This design comes from an exercise in tuning for small area, a short achievable clock period and few clock cycles per item on the open sky130 flow, not from production work. The RTL was checked by simulation tests, not by an equivalence proof against the original design. No activity file was given, so power comes from the tool's default toggle rates.

[flow/design.v]
`default_nettype none
package nkt_pkg;
  localparam int unsigned TableDepthDefault = 16;
  localparam int unsigned KeyBits           = 32;
  localparam int unsigned ValueBits         = 8;
  localparam int unsigned StatusBits        = 3;
  typedef enum logic {
    CMD_INSERT = 1'b0,
    CMD_LOOKUP = 1'b1
  } cmd_e;
  typedef enum logic [StatusBits-1:0] {
    ST_FOUND    = 3'd0,
    ST_INSERTED = 3'd1,
    ST_EXISTED  = 3'd2,
    ST_FULL     = 3'd3,
    ST_EMPTY    = 3'd4
  } status_e;
  typedef struct packed {
    logic                        command;
    logic signed [KeyBits-1:0]   key;
    logic        [ValueBits-1:0] new_value;
  } in_item_t;
  typedef struct packed {
    logic        [StatusBits-1:0] status;
    logic        [ValueBits-1:0]  found_value;
    logic signed [KeyBits-1:0]    nearest_key;
  } out_item_t;
  typedef struct packed {
    logic signed [KeyBits-1:0]   key;
    logic        [ValueBits-1:0] value;
  } entry_t;
endpackage
`default_nettype wire
`default_nettype none
module nearest_key_table #(
  parameter int unsigned TableDepth = nkt_pkg::TableDepthDefault
) (
  input  wire                clk_i,
  input  wire                rst_ni,
  input  wire                in_valid_i,
  output logic               in_ready_o,
  input  nkt_pkg::in_item_t  in_item_i,
  output logic               out_valid_o,
  input  wire                out_ready_i,
  output nkt_pkg::out_item_t out_item_o
);
  localparam int unsigned AW = (TableDepth > 1) ? $clog2(TableDepth) : 1;
  localparam int unsigned CW = $clog2(TableDepth + 1);
  localparam logic [CW-1:0] DepthC = CW'(TableDepth);
  localparam logic [2:0] S_IDLE   = 3'd0;
  localparam logic [2:0] S_SCAN   = 3'd1;
  localparam logic [2:0] S_DECIDE = 3'd2;
  localparam logic [2:0] S_SHIFT  = 3'd3;
  localparam logic [2:0] S_DONE   = 3'd4;
  logic [2:0]    state_q, state_d;
  logic [CW-1:0] count_q, count_d;
  logic [CW-1:0] idx_q, idx_d;
  logic [CW-1:0] wr_idx_q, wr_idx_d;
  nkt_pkg::in_item_t      item_q;
  nkt_pkg::in_item_t      item_d;
  nkt_pkg::entry_t        prev_q;
  nkt_pkg::entry_t        prev_d;
  nkt_pkg::entry_t        next_q;
  nkt_pkg::entry_t        next_d;
  nkt_pkg::out_item_t     res_q;
  nkt_pkg::out_item_t     res_d;
  nkt_pkg::out_item_t     out_q;
  nkt_pkg::out_item_t     out_d;
  logic          out_valid_q, out_valid_d;
  logic [nkt_pkg::KeyBits+nkt_pkg::ValueBits-1:0] mem_q [TableDepth];
  nkt_pkg::entry_t        mem_rdata_q;
  logic          mem_we;
  logic [AW-1:0] mem_waddr;
  logic [AW-1:0] mem_raddr;
  nkt_pkg::entry_t        mem_wdata;
  logic signed [nkt_pkg::KeyBits+1:0] pair_sum;
  logic signed [nkt_pkg::KeyBits+1:0] twice_key;
  logic                      pick_up;
  assign pair_sum  = {{2{next_q.key[nkt_pkg::KeyBits-1]}}, next_q.key}
                   + {{2{prev_q.key[nkt_pkg::KeyBits-1]}}, prev_q.key};
  assign twice_key = {item_q.key[nkt_pkg::KeyBits-1], item_q.key, 1'b0};
  assign pick_up   = pair_sum < twice_key;
  assign in_ready_o  = (state_q == S_IDLE);
  assign out_valid_o = out_valid_q;
  assign out_item_o  = out_q;
  always_comb begin
    state_d     = state_q;
    count_d     = count_q;
    idx_d       = idx_q;
    wr_idx_d    = wr_idx_q;
    item_d      = item_q;
    prev_d      = prev_q;
    next_d      = next_q;
    res_d       = res_q;
    out_d       = out_q;
    out_valid_d = out_valid_q;
    mem_we      = 1'b0;
    mem_waddr   = '0;
    mem_wdata   = '0;
    mem_raddr   = '0;
    if (out_valid_q && out_ready_i) begin
      out_valid_d = 1'b0;
    end
    unique case (state_q)
      S_IDLE: begin
        if (in_valid_i) begin
          item_d    = in_item_i;
          idx_d     = '0;
          mem_raddr = '0;
          state_d   = S_SCAN;
        end
      end
      S_SCAN: begin
        if (idx_q == count_q) begin
          state_d = S_DECIDE;
        end else if (mem_rdata_q.key <= item_q.key) begin
          prev_d    = mem_rdata_q;
          idx_d     = idx_q + CW'(1);
          mem_raddr = AW'(idx_q + CW'(1));
        end else begin
          next_d  = mem_rdata_q;
          state_d = S_DECIDE;
        end
      end
      S_DECIDE: begin
        res_d = '0;
        if (item_q.command == nkt_pkg::CMD_INSERT) begin
          if ((idx_q != '0) && (prev_q.key == item_q.key)) begin
            res_d.status = nkt_pkg::ST_EXISTED;
            state_d      = S_DONE;
          end else if (count_q == DepthC) begin
            res_d.status = nkt_pkg::ST_FULL;
            state_d      = S_DONE;
          end else begin
            wr_idx_d  = count_q;
            mem_raddr = AW'(count_q - CW'(1));
            state_d   = S_SHIFT;
          end
        end else begin
          state_d = S_DONE;
          if (count_q == '0) begin
            res_d.status = nkt_pkg::ST_EMPTY;
          end else begin
            res_d.status = nkt_pkg::ST_FOUND;
            if ((idx_q == '0) || ((idx_q != count_q) && pick_up)) begin
              res_d.found_value = next_q.value;
              res_d.nearest_key = next_q.key;
            end else begin
              res_d.found_value = prev_q.value;
              res_d.nearest_key = prev_q.key;
            end
          end
        end
      end
      S_SHIFT: begin
        mem_we    = 1'b1;
        mem_waddr = AW'(wr_idx_q);
        if (wr_idx_q == idx_q) begin
          mem_wdata.key   = item_q.key;
          mem_wdata.value = item_q.new_value;
          count_d         = count_q + CW'(1);
          res_d           = '0;
          res_d.status    = nkt_pkg::ST_INSERTED;
          state_d         = S_DONE;
        end else begin
          mem_wdata = mem_rdata_q;
          wr_idx_d  = wr_idx_q - CW'(1);
          mem_raddr = AW'(wr_idx_q - CW'(2));
        end
      end
      S_DONE: begin
        if (!out_valid_q || out_ready_i) begin
          out_d       = res_q;
          out_valid_d = 1'b1;
          state_d     = S_IDLE;
        end
      end
      default: begin
        state_d = S_IDLE;
      end
    endcase
  end
  always_ff @(posedge clk_i or negedge rst_ni) begin
    if (!rst_ni) begin
      state_q     <= S_IDLE;
      count_q     <= '0;
      out_valid_q <= 1'b0;
    end else begin
      state_q     <= state_d;
      count_q     <= count_d;
      out_valid_q <= out_valid_d;
    end
  end
  always_ff @(posedge clk_i) begin
    idx_q    <= idx_d;
    wr_idx_q <= wr_idx_d;
    item_q   <= item_d;
    prev_q   <= prev_d;
    next_q   <= next_d;
    res_q    <= res_d;
    out_q    <= out_d;
  end
  always_ff @(posedge clk_i) begin
    if (mem_we) begin
      mem_q[mem_waddr] <= mem_wdata;
    end
    mem_rdata_q <= mem_q[mem_raddr];
  end
endmodule
`default_nettype wire
`default_nettype none
module nkt_top (
  input  wire        clk_i,
  input  wire        rst_ni,
  input  wire        in_valid_i,
  output wire        in_ready_o,
  input  wire        in_command_i,
  input  wire [31:0] in_key_i,
  input  wire [7:0]  in_value_i,
  output wire        out_valid_o,
  input  wire        out_ready_i,
  output wire [2:0]  out_status_o,
  output wire [7:0]  out_value_o,
  output wire [31:0] out_key_o
);
  nkt_pkg::in_item_t  in_item;
  nkt_pkg::out_item_t out_item;
  assign in_item.command   = in_command_i;
  assign in_item.key       = in_key_i;
  assign in_item.new_value = in_value_i;
  nearest_key_table #(
    .TableDepth (16)
  ) u_table (
    .clk_i       (clk_i),
    .rst_ni      (rst_ni),
    .in_valid_i  (in_valid_i),
    .in_ready_o  (in_ready_o),
    .in_item_i   (in_item),
    .out_valid_o (out_valid_o),
    .out_ready_i (out_ready_i),
    .out_item_o  (out_item)
  );
  assign out_status_o = out_item.status;
  assign out_value_o  = out_item.found_value;
  assign out_key_o    = out_item.nearest_key;
endmodule
`default_nettype wire
[flow/run.sh]
#!/bin/bash
# synth_recipe.tcl (not shown) runs the flow's synth.tcl, then flattens the netlist and writes it again
# the make line also repeats each setting of config.mk as NAME=value (left out here)
make -C /OpenROAD-flow-scripts/flow DESIGN_CONFIG=/design/flow/config.mk WORK_HOME=/design/flow/orfs CLKGATE_MAP_FILE= SYNTH_SCRIPT=/design/flow/synth_recipe.tcl finish
[flow/config.mk]
export PLATFORM = sky130hd
export DESIGN_NAME = nkt_top
export DESIGN_NICKNAME = nkt_top
export VERILOG_FILES = /design/flow/design.v
export SDC_FILE = /design/flow/constraint.sdc
export NUM_CORES = 4
export LEC_CHECK = 0
export CAP_MARGIN = 20
export CORE_MARGIN = 2
export CORE_UTILIZATION = 40
export SLEW_MARGIN = 20
[flow/constraint.sdc]
create_clock -name core_clock -period 6.0 [get_ports {clk_i}]
set_input_delay 1.2000 -clock core_clock [delete_from_list [all_inputs] [get_ports {clk_i}]]
set_output_delay 1.2000 -clock core_clock [all_outputs]
set_load 0.01 [all_outputs]
==> flow_metrics.py <==
metrics = {
    "timing": {
        "final.period_utilization_pct": 93.5,
        "finalMaxSlewViolations": 0,
        "final_hold_viol_count": 0,
        "setup_total_negative_slack_ns": 0,
        "layout_min_cycle_time_ns": 5.61,
        "max_freq_mhz": 178,
        "maxSlewHeadroom_pct": 20.6,
        "fin_worst_skew_ns": 0.0301,
        "rsz0062_at_grt": "no",
        "tightestPinTransition_ns": 1.19,
        "final-setup-viol-count": 0,
    },
    "layout": {
        "layout.area.seq_um2": 26800,
        "areaGrowthSynthToFinish_pct": 16.5,
        "multiInputGateArea_um2": 11100,
        "fill_cells": 8168,
        "finalNetCount": 2842,
        "finalInstanceArea_um2": 44700,
        "post_route_cells_drive_above_1_share_pct": 12.4,
        "final_core_util_pct": 47.0,
    },
    "clocking": {
        "cell_at_the_root_of_the_clock_tree": "sky130_fd_sc_hd__clkbuf_16",
        "cts-hold-fix-buffers": 0,
        "tritoncts_num_sinks": 906,
        "tritoncts": "built",
        "htree_levels": 3,
        "cts-buffers-inserted": 94,
        "cts_buffer_depth": 3,
        "clkTransAtPathRegs_ns": 0.06,
        "clk-insertion-delay-late_ns": 0.67,
    },
    "synthesis": {
        "synth_seq_cells": 906,
        "syn_inst_count": 2576,
        "synth_compound_area_share_pct": 9.86,
        "synth_top_cell_by_area": "sky130_fd_sc_hd__edfxtp_1",
        "yosys.cell_count.top_type": "sky130_fd_sc_hd__edfxtp_1",
        "post_synth_instance_area_um2": 38300,
        "post_synth_fa_ha_maj_area_fraction_pct": 3.35,
        "ys_top_cells_by_count": "sky130_fd_sc_hd__edfxtp_1 (857), sky130_fd_sc_hd__mux2i_1 (201), sky130_fd_sc_hd__o21ai_0 (148)",
        "seq_area_frac_synth_pct": 69.8,
        "synth_cell_types": 78,
        "synth.area.mux_share_pct": 6.74,
        "synth-main-ff-cell": "sky130_fd_sc_hd__edfxtp_1",
        "avgSynthCellArea_um2": 14.9,
        "synth-xor-area-share_pct": 1.92,
        "post_synth_and_or_nand_nor_area_fraction_pct": 6.11,
        "combinational_family_with_the_most_area_after_synthesis": "compound AO/OA/AOI/OAI gates",
        "yosys_warnings": 1,
        "yosys.area.top_type_share_pct": 67.1,
        "synth-edff-count": 857,
        "fraction_of_registers_with_async_set_or_reset_after_synthesis_pct": 0.993,
        "synthTopCellsByArea": "sky130_fd_sc_hd__edfxtp_1 (67%), sky130_fd_sc_hd__mux2i_1 (5.2%), sky130_fd_sc_hd__ha_1 (3.3%)",
        "synth_nets": 2723,
    },
    "routing": {
        "drtIter0Drc": 2366,
        "totalWireLength_um": 102000,
        "routed_via_count": 23307,
        "antenna_violating_nets_post_route": 0,
        "drc": 0,
        "routed_via_density": 5.77,
        "first_pass_iters": 5,
        "routed_wire_length_per_instance_um": 25.4,
    },
    "global_routing": {
        "number_of_global_route_vias_before_repair": 23321,
        "leftover_overflow_at_the_end_of_global_routing": 0,
        "grt_pass1_wl_um": 151000,
        "grt_max_degree": 120,
        "grt_antenna_before_repair": 2,
        "gr-usage-all-layers_pct": 20.6,
    },
    "setup_path": {
        "worstSetupEndpointType": "flip-flop",
        "critical_path.max_fanout": 11,
        "crit_required_ns": 6.39,
        "worst_path_cell_with_the_longest_stage_delay": "sky130_fd_sc_hd__edfxtp_1",
        "worst_ep_arrival_time_ns": 6.00,
        "category_of_the_critical_setup_timing_path": "flip-flop to flip-flop",
        "startpoint_type": "flip-flop",
        "max_stage_delay_ns": 0.44,
    },
    "place": {
        "place.gp.congestion": 0.891,
        "port_buffers": 89,
        "dp_hpwl_um": 61300,
        "place_area_um2": 41200,
    },
    "floorplanning": {
        "initial_core_utilization_pct": 40.4,
        "die_x_um": 314,
        "core_area_um2": 95000,
        "rows": 113,
        "die_height_um": 314,
        "io_pins": 90,
        "die_area_um2": 98400,
    },
    "power": {
        "power.net_switching_mw": 9.08,
        "internal_power_mw": 15.8,
        "clock_power_share_pct": 24.5,
        "report.power.total_mw": 24.8,
        "power_per_cell_area_nw_per_um2": 556,
        "p_leak_nw": 15.9,
        "vdd.ir_drop.worst_mv": 0.393,
        "sequentialPowerShare_pct": 36.2,
        "p_sw_share_pct": 36.6,
        "share_comb_of_total_power_pct": 39.3,
    },
    "outcome": {
        "result_of_the_run": "no timing/DRC/antenna violations",
    },
    "min_path": {
        "holdCritPathClass": "flip-flop to flip-flop",
    },
    "flow_run": {
        "drv_cap": 0,
    },
}
worst max-delay path: cells and delay by family, from the launching register on:
family,cells,cell delay [ns]
AND/OR/NAND/NOR,5,0.58
multiplexers,1,0.18
XOR/XNOR,1,0.18
buffers and inverters,4,0.72
flip-flops,1,0.44
adder cells (fa/ha/maj),2,0.66
AO/OA/AOI/OAI,14,2.59
final timing paths:
check                                                from                               to  slack [ns]  cells past startpoint
setup / recovery              u_table.prev_q[8]$_DFFE_PP_  u_table.res_q[33]$_SDFFCE_PP0P_        0.39                     27
hold / removal             u_table.res_q[5]$_SDFFCE_PP0P_       u_table.out_q[5]$_DFFE_PP_        0.41                      0
setup reg to reg              u_table.prev_q[8]$_DFFE_PP_  u_table.res_q[33]$_SDFFCE_PP0P_        0.39                     27
hold reg to reg            u_table.res_q[5]$_SDFFCE_PP0P_       u_table.out_q[5]$_DFFE_PP_        0.41                      0
max in group asynchronous                          rst_ni   u_table.count_q[4]$_DFFE_PN0P_        4.83                      1
min in group asynchronous                          rst_ni   u_table.state_q[1]$_DFFE_PN0P_        0.85                      1
final cells by class:
| type | count | area share [%] |
|---|---|---|
| Clock buffer | 119 | 5.71 |
| Multi-Input combinational cell | 1461 | 24.8 |
| Inverter | 53 | 0.445 |
| Antenna cell | 1 | 0.00560 |
| Clock inverter | 56 | 1.57 |
| Sequential cell | 906 | 59.9 |
| Timing Repair Buffer | 179 | 4.04 |
| Tap cell | 1265 | 3.54 |
power groups by stage:
stage,Combinational [mW],Clock (mW),Sequential [mW]
floorplan,6.45,0,8.73
global placement,9.23,0,9.07
detailed placement,9.40,0,9.10
CTS,9.45,6.17,8.97
global route,10.6,6.42,9.05
finish,9.76,6.09,8.99
state kept, by name, indices dropped and copies added, names as in the netlist:
| signal | flops |
|---|---|
| u_table.state_q | 3 |
| u_table.mem_q | 640 |
| u_table.count_q | 5 |
| u_table.next_q | 40 |
| u_table.prev_q | 40 |
| u_table.item_q | 41 |
| u_table.res_q | 43 |
| u_table.wr_idx_q | 5 |
| u_table.mem_rdata_q | 40 |
| u_table.out_valid_q | 1 |
| u_table.idx_q | 5 |
| u_table.out_q | 43 |
per-layer routing:
| metal | GRT usage (%) | part of all wire [%] | vias to the layer above |
|---|---|---|---|
| li1 | - | - | 10337 |
| met4 | 7.19 | 2.8 | 0 |
| met3 | 3.61 | 7.4 | 185 |
| met1 | 27.2 | 41 | 11820 |
| met2 | 34.3 | 49 | 965 |
| met5 | 0 | 0 | - |
stage by stage:
step,hold slack [ns],setup WS (ns),std cells
final,0.412,0.391,4040
after global routing,0.415,0.0195,4039
after CTS,0.411,0.110,4026
after detailed placement,0.405,0.156,3851
after global placement,0.401,0.204,3849
after floorplan,0.400,0.721,2576
kinds of logic (layout without fill, tap and decap cells):
| group | after synthesis | in the layout |
|---|---|---|
| xor+xnor | 84 | 84 |
| buf+inv | 209 | 407 |
| fa+ha+maj | 102 | 102 |
| compound gates | 554 | 554 |
| mux | 242 | 242 |
| other cells | 0 | 1 |
| flops | 906 | 906 |
| simple gates | 479 | 479 |
layout by cell type, fill, tap and decap left out, drive strengths merged, types with 87 or more instances in the layout:
master         instances
buf                   88
nand2                119
clkdlybuf4s50         89
o21ai                152
ha                   101
nand3                141
clkbuf               121
edfxtp               857
mux2i                201
nor2                  87
what timing repair did:
item / CTS / global route
resized for setup: 0 / 5
endpoints found under the setup margin: 0 / 40
setup buffers: 0 / 7
Testbench counts, summed over its fixed seeds: cycles 31,835, items 3,072.

[what the ideal ports hide]
In the flow no input, the clock included, has a driving cell. The finished layout below was timed again as built, in two steps. Step 1: set_driving_cell puts a clkbuf_16 on clk_i and a buf_2 on each other input, an assumption about the parent block. Step 2 moves the port delays by t, midway between the first and last clock arrival at a register: inputs arrive t later, outputs are due t later. That takes back most of the time a late clock gives input paths. Three values: ideal ports, drivers, drivers and shift; two values: the first two.
t (ns): 0.726
setup WS [ns]: 0.391 / 0.391 / 0.391
worst setup path after step 2: register to register
After both steps this run still meets setup and hold. For this run, drivers alone change the setup slack by 0.000 ns; drivers and shift together by 0.000 ns.
